This design comes from an exercise in tuning for small area, a short achievable clock period and few clock cycles on the open sky130 flow, not from production work. In this exercise RTL edits were held to simulation tests only and were not proved equivalent to the original. Power figures rest on the tool's default switching activity, not on a simulated workload.

==> run A <==
==> flow/design.v (excerpt) <==
module cavlc_residual_top (
	input  logic                       clk,
	input  logic                       rst_n,
	input  logic                       start_i,
	input  logic [256-1:0]    block_i,      
	input  logic                       flush_i,
	output logic                       busy_o,
	output logic [7:0]                 byte_o,
	output logic                       byte_we_o,
	output logic                       block_done_o,
	output logic [9-1:0] block_bits_o
);
	logic        adv, adv_safe;
	logic        tok_v, tok_t1, tok_last, tok_first, tok_adj;
	logic [11:0] tok_cnt4;
	logic [15:0] tok_data;
	logic [4:0]  tok_sg;
	logic        code_v, code_last;
	logic [12:0] code_val;
	logic [5-1:0] code_len;
	logic [5:0]  code_room;
	cavlc_block_scan cavlc_block_scan_inst (
		.clk         (clk),
		.rst_n       (rst_n),
		.start_i     (start_i),
		.block_i     (block_i),
		.adv_i       (adv),
		.adv_safe_i  (adv_safe),
		.busy_o      (busy_o),
		.tok_v_o     (tok_v),
		.tok_t1_o    (tok_t1),
		.tok_last_o  (tok_last),
		.tok_first_o (tok_first),
		.tok_adj_o   (tok_adj),
		.tok_cnt4_o  (tok_cnt4),
		.tok_data_o  (tok_data),
		.tok_sg_o    (tok_sg)
	);
	cavlc_level_coder cavlc_level_coder_inst (
		.clk         (clk),
		.rst_n       (rst_n),
		.adv_i       (adv),
		.tok_v_i     (tok_v),
		.tok_t1_i    (tok_t1),
		.tok_last_i  (tok_last),
		.tok_first_i (tok_first),
		.tok_adj_i   (tok_adj),
  ...
==> module cavlc_bit_packer, before the edit <==
module cavlc_bit_packer (
	input  logic                       clk,
	input  logic                       rst_n,
	input  logic                       code_v_i,
	input  logic                       code_last_i,
	input  logic [12:0]                code_val_i,
	input  logic [5-1:0]    code_len_i,
	input  logic [5:0]                 code_room_i,   
	input  logic                       flush_i,
	output logic                       adv_o,
	output logic                       adv_safe_o,    
	output logic [7:0]                 byte_o,
	output logic                       byte_we_o,
	output logic                       block_done_o,
	output logic [9-1:0] block_bits_o
);
	localparam int W = 52;
	logic [W-1:0] acc_q, acc_d, placed;
	logic [5:0]   cnt_q, c1;
	logic [5:0]   pos;
	logic         drain, consume;
	logic [9-1:0] bsum_q;
	logic [7:0]   byte_q;
	logic         byte_we_q, done_q;
	logic [5:0]   cnt_d;
	assign drain   = cnt_q >= 6'd8;
	assign c1      = drain ? cnt_q - 6'd8 : cnt_q;
	assign adv_o   = ~code_v_i | (c1 <= code_room_i);
	assign consume = code_v_i & adv_o;
	logic [9-1:0] bsum_b;
	always_comb begin
		if (consume) begin
			pos    = code_room_i - c1;
			placed = W'(code_val_i) << pos;
			cnt_d  = c1 + 6'(code_len_i);
		end else if (flush_i) begin
			pos    = 6'(W - 1) - c1;
			placed = W'(1) << pos;
			cnt_d  = {c1[5:3] + 3'd1, 3'd0};
		end else begin
			pos    = '0;
			placed = '0;
			cnt_d  = c1;
		end
		acc_d  = (drain ? acc_q << 8 : acc_q) | placed;
		bsum_b = done_q ? '0 : bsum_q;
	end
	always_ff @(posedge clk or negedge rst_n) begin
		if (!rst_n) begin
			acc_q     <= '0;
			cnt_q     <= '0;
			byte_we_q <= 1'b0;
			done_q    <= 1'b0;
			bsum_q    <= '0;
		end else begin
			acc_q     <= acc_d;
			cnt_q     <= cnt_d;
			byte_we_q <= drain;
			done_q    <= consume & code_last_i;
			bsum_q    <= consume ? bsum_b + 9'(code_len_i) : bsum_b;
		end
	end
	always_ff @(posedge clk) begin
		if (drain)
			byte_q <= acc_q[W-1 -: 8];
	end
	assign adv_safe_o   = cnt_d <= 6'd32;
	assign byte_o       = byte_q;
	assign byte_we_o    = byte_we_q;
	assign block_done_o = done_q;
	assign block_bits_o = bsum_q;
endmodule
clock: 11.0 ns
lec_check: 0
cap_margin: 20
core_margin: 2
core_utilization: 40
setup_slack_margin: 5
slew_margin: 20
run.sh (not shown) runs the stock make flow with config.mk's settings and CLKGATE_MAP_FILE= SYNTH_SCRIPT=/design/flow/synth_recipe.tcl, a recipe that flattens the netlist after the stock synthesis.
==> run F (differences from run A) <==
--- a/flow/design.v
+++ b/flow/design.v
@@ -73,11 +73,13 @@
 	output logic         tok_last_o,      
 	output logic         tok_first_o,     
 	output logic         tok_adj_o,       
 	output logic [11:0]  tok_cnt4_o,      
 	output logic [15:0]  tok_data_o,      
-	output logic [4:0]   tok_sg_o         
+	output logic [4:0]   tok_sg_o,        
+	output logic         tok_ab_o,        
+	output logic         tok_s2_o         
 );
 	logic [256-1:0] blk_q;
 	logic [15:0] nz_q;         
 	logic [15:0] one_q;        
 	logic [15:0] sign_q;       
@@ -85,42 +87,48 @@
 	logic        have_q;       
 	logic        first_q;      
 	logic        pend_q;       
 	logic        adj_q;
 	logic        lastnext_q;   
-	function automatic logic [3:0] therm_add(input logic [3:0] a, input logic [3:0] b);
-		logic [4:0] ta, tb;
-		logic [3:0] t;
+	function automatic logic [4:0] therm_add(input logic [4:0] a, input logic [4:0] b);
+		logic [5:0] ta, tb;
+		logic [4:0] t;
 		ta = {a, 1'b1};    
 		tb = {b, 1'b1};
-		for (int i = 1; i <= 4; i++) begin
+		for (int i = 1; i <= 5; i++) begin
 			t[i-1] = 1'b0;
 			for (int j = 0; j <= i; j++)
 				t[i-1] = t[i-1] | (ta[j] & tb[i-j]);
 		end
 		therm_add = t;
 	endfunction
-	function automatic logic [3:0] therm16(input logic [15:0] x);
-		logic [31:0] l1;
-		logic [15:0] l2;
-		logic [7:0]  l3;
+	function automatic logic [4:0] therm16(input logic [15:0] x);
+		logic [39:0] l1;
+		logic [19:0] l2;
+		logic [9:0]  l3;
 		for (int i = 0; i < 8; i++)
-			l1[4*i +: 4] = therm_add({3'd0, x[2*i]}, {3'd0, x[2*i+1]});
+			l1[5*i +: 5] = therm_add({4'd0, x[2*i]}, {4'd0, x[2*i+1]});
 		for (int i = 0; i < 4; i++)
-			l2[4*i +: 4] = therm_add(l1[8*i +: 4], l1[8*i+4 +: 4]);
+			l2[5*i +: 5] = therm_add(l1[10*i +: 5], l1[10*i+5 +: 5]);
 		for (int i = 0; i < 2; i++)
-			l3[4*i +: 4] = therm_add(l2[8*i +: 4], l2[8*i+4 +: 4]);
-		therm16 = therm_add(l3[3:0], l3[7:4]);
+			l3[5*i +: 5] = therm_add(l2[10*i +: 5], l2[10*i+5 +: 5]);
+		therm16 = therm_add(l3[4:0], l3[9:5]);
 	endfunction
 	function automatic logic [15:0] or_above(input logic [15:0] x);
 		logic [15:0] y;
 		for (int k = 0; k < 16; k++)
 			y[k] = |(x >> (k + 1));
 		or_above = y;
 	endfunction
+	function automatic logic [15:0] or_below(input logic [15:0] x);
+		logic [15:0] y;
+		for (int k = 0; k < 16; k++)
+			y[k] = |(x << (16 - k));
+		or_below = y;
+	endfunction
 	logic [15:0] nz_in, one_in;
-	logic [3:0]  th_in;
+	logic [4:0]  th_in;
 	logic        ln_in;
 	always_comb begin
 		for (int k = 0; k < 16; k++) begin
 			nz_in[k]  = |block_i[16*k +: 16];
 			one_in[k] = block_i[16*k] &
@@ -128,14 +136,14 @@
 		end
 		th_in = therm16(nz_in);
 		ln_in = !th_in[1];
 	end
 	logic [15:0] a1, a2, sel2one;
-	logic [3:0]  th;
-	logic        ge2, ge3, ge4;
+	logic [4:0]  th;
+	logic        ge2, ge3, ge4, ge5, botone;
 	logic [15:0] sel1, t1pos, rem;
-	logic        top_one, two, is_t1, last, rem_le1;
+	logic        top_one, two, is_t1, single, last, rem_le1;
 	logic [1:0]  t1cnt;
 	logic [2:0]  signs;
 	logic        s1, s2;
 	logic [23:0] c2;
 	logic [11:0] c4;
@@ -145,10 +153,12 @@
 		a2  = or_above(nz_q & a1);             
 		th  = therm16(nz_q);
 		ge2 = th[1];
 		ge3 = th[2];
 		ge4 = th[3];
+		ge5 = th[4];
+		botone = (nz_q & ~or_below(nz_q) & one_q) != 16'd0;
 		sel1    = nz_q & ~a1;
 		top_one = (sel1 & one_q) != 16'd0;
 		sel2one = nz_q & a1 & ~a2 & one_q;
 		t1pos   = sel1 | sel2one;
 		two     = sel2one != 16'd0;
@@ -165,17 +175,18 @@
 		end
 		for (int i = 0; i < 8; i++)
 			c2[3*i +: 3] = 3'(nz_q[2*i]) + 3'(nz_q[2*i+1]);
 		for (int i = 0; i < 4; i++)
 			c4[3*i +: 3] = c2[6*i +: 3] + c2[6*i+3 +: 3];
-		rem = nz_q & ~((first_q && top_one) ? t1pos : sel1);
-		if (first_q && top_one && two) begin
+		single = !first_q && run2_q && top_one;
+		rem = nz_q & ~(single ? sel1 : t1pos);
+		if (!single && two) begin
 			last    = ~ge3;
-			rem_le1 = ~ge4;
+			rem_le1 = ~ge4 || (!is_t1 && botone && !ge5);
 		end else begin
 			last    = ~ge2;
-			rem_le1 = ~ge3;
+			rem_le1 = ~ge3 || (botone && !ge4);
 		end
 		coef = '0;
 		for (int k = 0; k < 16; k++)
 			coef = coef | (blk_q[16*k +: 16] & {16{sel1[k]}});
 	end
@@ -240,10 +251,12 @@
 			tok_last_o  <= last;
 			tok_first_o <= ~is_t1 & (first_q | pend_q | run2_q);
 			tok_adj_o   <= first_q | adj_q | run2_q;
 			tok_data_o  <= coef;
 			tok_sg_o    <= {t1cnt, signs};
+			tok_ab_o    <= ~is_t1 & two;
+			tok_s2_o    <= s2;
 		end
 	end
 endmodule
 module cavlc_level_coder (
 	input  logic                     clk,
@@ -255,14 +268,16 @@
 	input  logic                     tok_first_i,
 	input  logic                     tok_adj_i,
 	input  logic [11:0]              tok_cnt4_i,    
 	input  logic [15:0]              tok_data_i,
 	input  logic [4:0]               tok_sg_i,
+	input  logic                     tok_ab_i,      
+	input  logic                     tok_s2_i,      
 	output logic                     code_v_o,
 	output logic                     code_last_o,
-	output logic [12:0]              code_val_o,
-	output logic [5-1:0]  code_len_o,
+	output logic [19:0]              code_val_o,
+	output logic [5:0]               code_len_o,
 	output logic [5:0]               code_room_o    
 );
 	logic [2:0]  sfx_q;
 	logic        neg, adj, gt;
 	logic [15:0] x, m;
@@ -283,11 +298,12 @@
 		sl1 = tok_first_i ? 3'd1 : sfx_q;
 		th  = 7'd3 << (sl1 - 3'd1);
 		gt  = neg ? (x >= 16'(th)) : (x > 16'(th));
 		sl_n = (gt && sl1 != 3'd6) ? sl1 + 3'd1 : sl1;
 	end
-	logic        v1_q, t1_q, last1_q, neg_q;
+	logic        v1_q, t1_q, last1_q, neg_q, ab_q, s2_q;
+	logic [2:0]  slb_q;          
 	logic [2:0]  sl_q, j_q;      
 	logic [15:0] m_q;        
 	always_ff @(posedge clk or negedge rst_n) begin
 		if (!rst_n) begin
 			v1_q     <= 1'b0;
@@ -300,10 +316,13 @@
 	always_ff @(posedge clk) begin
 		if (adv_i && tok_v_i) begin
 			t1_q    <= tok_t1_i;
 			last1_q <= tok_last_i;
 			neg_q   <= neg;
+			ab_q    <= tok_ab_i;
+			s2_q    <= tok_s2_i;
+			slb_q   <= sl_n;
 			sl_q    <= sl;
 			j_q     <= sl1 - 3'd1;
 			m_q     <= tok_t1_i ? {11'd0, tok_sg_i} : m;
 			if (!tok_t1_i)
 				sfx_q <= sl_n;
@@ -312,10 +331,12 @@
 	logic [15:0] hif;
 	logic [10:0] k, e;
 	logic        esc;
 	logic [12:0] val;
 	logic [4:0]  len;
+	logic [19:0] valt;
+	logic [5:0]  lent;
 	always_comb begin
 		hif = m_q >> j_q;
 		esc = (hif[15:4] != 12'd0) || (hif[3:0] == 4'hf);
 		k   = 11'd15 << j_q;
 		e   = m_q[10:0] - k;
@@ -340,86 +361,93 @@
 					val[i] = 1'b0;
 			val[sl_q] = 1'b1;
 			len = 5'(hif[3:0]) + 5'd1 + 5'(sl_q);
 		end
 	end
+	always_comb begin
+		if (ab_q) begin
+			valt = ({7'd0, val} << (slb_q + 3'd1)) | (20'd1 << slb_q) | 20'(s2_q);
+			lent = 6'(len) + 6'(slb_q) + 6'd1;
+		end else begin
+			valt = 20'(val);
+			lent = 6'(len);
+		end
+	end
 	always_ff @(posedge clk) begin
 		if (adv_i && v1_q) begin
 			code_last_o <= last1_q;
-			code_val_o  <= val;
-			code_len_o  <= len;
-			code_room_o <= 6'd52 - 6'(len);
+			code_val_o  <= valt;
+			code_len_o  <= lent;
+			code_room_o <= 6'd60 - lent;
 		end
 	end
 endmodule
 module cavlc_bit_packer (
 	input  logic                       clk,
 	input  logic                       rst_n,
 	input  logic                       code_v_i,
 	input  logic                       code_last_i,
-	input  logic [12:0]                code_val_i,
-	input  logic [5-1:0]    code_len_i,
+	input  logic [19:0]                code_val_i,
+	input  logic [5:0]                 code_len_i,
 	input  logic [5:0]                 code_room_i,   
 	input  logic                       flush_i,
 	output logic                       adv_o,
 	output logic                       adv_safe_o,    
 	output logic [7:0]                 byte_o,
 	output logic                       byte_we_o,
 	output logic                       block_done_o,
 	output logic [9-1:0] block_bits_o
 );
-	localparam int W = 52;
+	localparam int W = 60;
 	logic [W-1:0] acc_q, acc_d, placed;
-	logic [5:0]   cnt_q, c1;
+	logic [5:0]   c1_q, cnt_d;
 	logic [5:0]   pos;
-	logic         drain, consume;
-	logic [9-1:0] bsum_q;
+	logic         drain_q, consume;
+	logic [9-1:0] bsum_q, bsum_b;
 	logic [7:0]   byte_q;
 	logic         byte_we_q, done_q;
-	logic [5:0]   cnt_d;
-	assign drain   = cnt_q >= 6'd8;
-	assign c1      = drain ? cnt_q - 6'd8 : cnt_q;
-	assign adv_o   = ~code_v_i | (c1 <= code_room_i);
+	assign adv_o   = ~code_v_i | (c1_q <= code_room_i);
 	assign consume = code_v_i & adv_o;
-	logic [9-1:0] bsum_b;
 	always_comb begin
 		if (consume) begin
-			pos    = code_room_i - c1;
+			pos    = code_room_i - c1_q;
 			placed = W'(code_val_i) << pos;
-			cnt_d  = c1 + 6'(code_len_i);
+			cnt_d  = c1_q + 6'(code_len_i);
 		end else if (flush_i) begin
-			pos    = 6'(W - 1) - c1;
+			pos    = 6'(W - 1) - c1_q;
 			placed = W'(1) << pos;
-			cnt_d  = {c1[5:3] + 3'd1, 3'd0};
+			cnt_d  = {c1_q[5:3] + 3'd1, 3'd0};
 		end else begin
 			pos    = '0;
 			placed = '0;
-			cnt_d  = c1;
+			cnt_d  = c1_q;
 		end
-		acc_d  = (drain ? acc_q << 8 : acc_q) | placed;
+		acc_d  = (drain_q ? acc_q << 8 : acc_q) | placed;
 		bsum_b = done_q ? '0 : bsum_q;
 	end
 	always_ff @(posedge clk or negedge rst_n) begin
 		if (!rst_n) begin
 			acc_q     <= '0;
-			cnt_q     <= '0;
+			c1_q      <= '0;
+			drain_q   <= 1'b0;
 			byte_we_q <= 1'b0;
 			done_q    <= 1'b0;
 			bsum_q    <= '0;
 		end else begin
 			acc_q     <= acc_d;
-			cnt_q     <= cnt_d;
-			byte_we_q <= drain;
+			drain_q   <= cnt_d >= 6'd8;
+			c1_q      <= (cnt_d >= 6'd8) ? cnt_d - 6'd8 : cnt_d;
+			byte_we_q <= drain_q;
 			done_q    <= consume & code_last_i;
 			bsum_q    <= consume ? bsum_b + 9'(code_len_i) : bsum_b;
 		end
 	end
 	always_ff @(posedge clk) begin
-		if (drain)
+		if (drain_q)
 			byte_q <= acc_q[W-1 -: 8];
 	end
-	assign adv_safe_o   = cnt_d <= 6'd32;
+	assign adv_safe_o   = cnt_d <= 6'd33;
 	assign byte_o       = byte_q;
 	assign byte_we_o    = byte_we_q;
 	assign block_done_o = done_q;
 	assign block_bits_o = bsum_q;
 endmodule
@@ -438,13 +466,14 @@
 	logic        adv, adv_safe;
 	logic        tok_v, tok_t1, tok_last, tok_first, tok_adj;
 	logic [11:0] tok_cnt4;
 	logic [15:0] tok_data;
 	logic [4:0]  tok_sg;
+	logic        tok_ab, tok_s2;
 	logic        code_v, code_last;
-	logic [12:0] code_val;
-	logic [5-1:0] code_len;
+	logic [19:0] code_val;
+	logic [5:0]  code_len;
 	logic [5:0]  code_room;
 	cavlc_block_scan cavlc_block_scan_inst (
 		.clk         (clk),
 		.rst_n       (rst_n),
 		.start_i     (start_i),
@@ -457,11 +486,13 @@
 		.tok_last_o  (tok_last),
 		.tok_first_o (tok_first),
 		.tok_adj_o   (tok_adj),
 		.tok_cnt4_o  (tok_cnt4),
 		.tok_data_o  (tok_data),
-		.tok_sg_o    (tok_sg)
+		.tok_sg_o    (tok_sg),
+		.tok_ab_o    (tok_ab),
+		.tok_s2_o    (tok_s2)
 	);
 	cavlc_level_coder cavlc_level_coder_inst (
 		.clk         (clk),
 		.rst_n       (rst_n),
 		.adv_i       (adv),
@@ -471,10 +502,12 @@
 		.tok_first_i (tok_first),
 		.tok_adj_i   (tok_adj),
 		.tok_cnt4_i  (tok_cnt4),
 		.tok_data_i  (tok_data),
 		.tok_sg_i    (tok_sg),
+		.tok_ab_i    (tok_ab),
+		.tok_s2_i    (tok_s2),
 		.code_v_o    (code_v),
 		.code_last_o (code_last),
 		.code_val_o  (code_val),
 		.code_len_o  (code_len),
 		.code_room_o (code_room)
==> flow/flow/run.sh (new file) <==
#!/bin/bash
# The standard layout (the standard.sh, all steps unchanged), with
# the port buffers that global placement inserts made of buf_1 cells
# instead of the delay buffers buffer_ports picks by default. Every
# input and output port still gets its own buffer.
set -o pipefail
export BUFFER_PORTS_ARGS="-buffer_cell sky130_fd_sc_hd__buf_1"
cp standard.sh standard_copy.sh.txt
bash standard.sh > standard.log 2>&1
==> flow/standard.sh (new file) <==
#!/bin/bash
# synth_recipe.tcl (not shown) runs the flow's synth.tcl, then flattens the netlist and writes it again
# the make line also repeats each setting of config.mk as NAME=value (left out here)
make -C /OpenROAD-flow-scripts/flow DESIGN_CONFIG=/design/flow/config.mk WORK_HOME=/design/flow/orfs CLKGATE_MAP_FILE= SYNTH_SCRIPT=/design/flow/synth_recipe.tcl "${@:-finish}"
removed: flow/run.sh
==> run R (differences from run A) <==
--- a/flow/design.v
+++ b/flow/design.v
@@ -367,56 +367,54 @@
 	output logic                       block_done_o,
 	output logic [9-1:0] block_bits_o
 );
 	localparam int W = 52;
 	logic [W-1:0] acc_q, acc_d, placed;
-	logic [5:0]   cnt_q, c1;
+	logic [5:0]   c1_q, cnt_d;
 	logic [5:0]   pos;
-	logic         drain, consume;
-	logic [9-1:0] bsum_q;
+	logic         drain_q, consume;
+	logic [9-1:0] bsum_q, bsum_b;
 	logic [7:0]   byte_q;
 	logic         byte_we_q, done_q;
-	logic [5:0]   cnt_d;
-	assign drain   = cnt_q >= 6'd8;
-	assign c1      = drain ? cnt_q - 6'd8 : cnt_q;
-	assign adv_o   = ~code_v_i | (c1 <= code_room_i);
+	assign adv_o   = ~code_v_i | (c1_q <= code_room_i);
 	assign consume = code_v_i & adv_o;
-	logic [9-1:0] bsum_b;
 	always_comb begin
 		if (consume) begin
-			pos    = code_room_i - c1;
+			pos    = code_room_i - c1_q;
 			placed = W'(code_val_i) << pos;
-			cnt_d  = c1 + 6'(code_len_i);
+			cnt_d  = c1_q + 6'(code_len_i);
 		end else if (flush_i) begin
-			pos    = 6'(W - 1) - c1;
+			pos    = 6'(W - 1) - c1_q;
 			placed = W'(1) << pos;
-			cnt_d  = {c1[5:3] + 3'd1, 3'd0};
+			cnt_d  = {c1_q[5:3] + 3'd1, 3'd0};
 		end else begin
 			pos    = '0;
 			placed = '0;
-			cnt_d  = c1;
+			cnt_d  = c1_q;
 		end
-		acc_d  = (drain ? acc_q << 8 : acc_q) | placed;
+		acc_d  = (drain_q ? acc_q << 8 : acc_q) | placed;
 		bsum_b = done_q ? '0 : bsum_q;
 	end
 	always_ff @(posedge clk or negedge rst_n) begin
 		if (!rst_n) begin
 			acc_q     <= '0;
-			cnt_q     <= '0;
+			c1_q      <= '0;
+			drain_q   <= 1'b0;
 			byte_we_q <= 1'b0;
 			done_q    <= 1'b0;
 			bsum_q    <= '0;
 		end else begin
 			acc_q     <= acc_d;
-			cnt_q     <= cnt_d;
-			byte_we_q <= drain;
+			drain_q   <= cnt_d >= 6'd8;
+			c1_q      <= (cnt_d >= 6'd8) ? cnt_d - 6'd8 : cnt_d;
+			byte_we_q <= drain_q;
 			done_q    <= consume & code_last_i;
 			bsum_q    <= consume ? bsum_b + 9'(code_len_i) : bsum_b;
 		end
 	end
 	always_ff @(posedge clk) begin
-		if (drain)
+		if (drain_q)
 			byte_q <= acc_q[W-1 -: 8];
 	end
 	assign adv_safe_o   = cnt_d <= 6'd32;
 	assign byte_o       = byte_q;
 	assign byte_we_o    = byte_we_q;
==> qor summary <==
Result of the run: run F no timing/DRC/antenna violations; run R no timing/DRC/antenna violations; run A no timing/DRC/antenna violations
Worst hold path startpoint: run F cavlc_level_coder_inst.last1_q; run R cavlc_block_scan_inst.tok_last_o; run A cavlc_block_scan_inst.tok_last_o
Total placed cells including tap cells: run F 3508; run R 3150; run A 3177
Cell repeated most along the worst path: run F sky130_fd_sc_hd__o221ai_1; run R -; run A sky130_fd_sc_hd__or2_2
First-pass GRT wire length: run F 123000 um; run R 112000 um; run A 119000 um
Slowest library cell on the worst path: run F sky130_fd_sc_hd__edfxtp_1; run R sky130_fd_sc_hd__or4_1; run A sky130_fd_sc_hd__o41ai_1
Sinks on the clock net: run F 487; run R 464; run A 463
Area of all placed cells without fillers: run F 30900 um2; run R 29800 um2; run A 30100 um2
Clock power frac: run F 15.6%; run R 17.1%; run A 18.2%
Length of routed met2 wiring: run F 39300 um; run R 36100 um; run A 38400 um
Proportion of final cell area spent on non-clock buffers: run F 4.07%; run R 9.97%; run A 10.0%
Number of rows in the core area: run F 95; run R 90; run A 90
Met1 track utilization from global routing: run F 28.7%; run R 30.3%; run A 31.6%
Routed via count divided by cell count: run F 6.01; run R 5.93; run A 6.07
Terminating pin of the worst hold path: run F cavlc_level_coder_inst.code_last_o; run R cavlc_level_coder_inst.last1_q; run A cavlc_level_coder_inst.last1_q
Async SR Flop Fraction: run F 17.9%; run R 17.0%; run A 16.8%
Total power: run F 0.0116 W; run R 0.00953 W; run A 0.00995 W
Worst slack, placed: run F 5.91 ns; run R 5.77 ns; run A 5.98 ns
Hpwl dp: run F 61000 um; run R 55900 um; run A 60700 um
Post-layout nets: run F 3056; run R 2777; run A 2802
Power in combinational cells: run F 0.00635 W; run R 0.00476 W; run A 0.00514 W
Adder and majority cell fraction of the synthesized area: run F 5.44%; run R 5.48%; run A 5.33%
R2r startpoint: run F cavlc_level_coder_inst.j_q[1]; run R cavlc_block_scan_inst.nz_q[13]; run A cavlc_bit_packer_inst.cnt_q[5]
Area of the placeable core: run F 67200 um2; run R 60500 um2; run A 60600 um2
Sequential cell area fraction in the yosys report: run F 52.3%; run R 55.2%; run A 54.9%
Testbench counts of run A, summed over its fixed seeds: cycles 7,161.
Testbench counts of run F, summed over its fixed seeds: cycles 5,736.
Testbench counts of run R, summed over its fixed seeds: cycles 7,161.

-- static timing again, ports no longer ideal --
The flow's constraints put no driver on any port. The routed layouts listed below were extracted and timed again, unchanged, in two steps.
Step 1 (the two cells are an assumption about what drives the block):
set clk [get_ports {clk}]
set_driving_cell -lib_cell sky130_fd_sc_hd__clkbuf_16 $clk
set_driving_cell -lib_cell sky130_fd_sc_hd__buf_2 [delete_from_list [all_inputs] $clk]
Step 2, shift: input delay + t, output delay - t, t = (earliest + latest rising clock arrival at the registers) / 2. This alone moves slack from input paths to output paths.
Three values: ideal ports, drivers, drivers and shift; two values: the first two.
| run | shift t [ns] | slack for setup (ns) | worst hold slack (ns) | worst register clock-pin slew, ns |
|---|---|---|---|---|
| run A | 0.666 | 6.205 / 6.205 / 5.815 | 0.435 / 0.435 / 0.435 | 0.07 / 0.07 |
| run F | 0.670 | 6.261 / 6.261 / 5.973 | 0.418 / 0.418 / 0.418 | 0.07 / 0.07 |
| run R | 0.651 | 6.333 / 6.372 / 5.720 | 0.425 / 0.425 / 0.425 | 0.07 / 0.07 |
After both steps every run listed still meets setup and hold. The setup slack of run R, which loses most, moves by +0.039 ns with the drivers and by -0.613 ns with both steps.
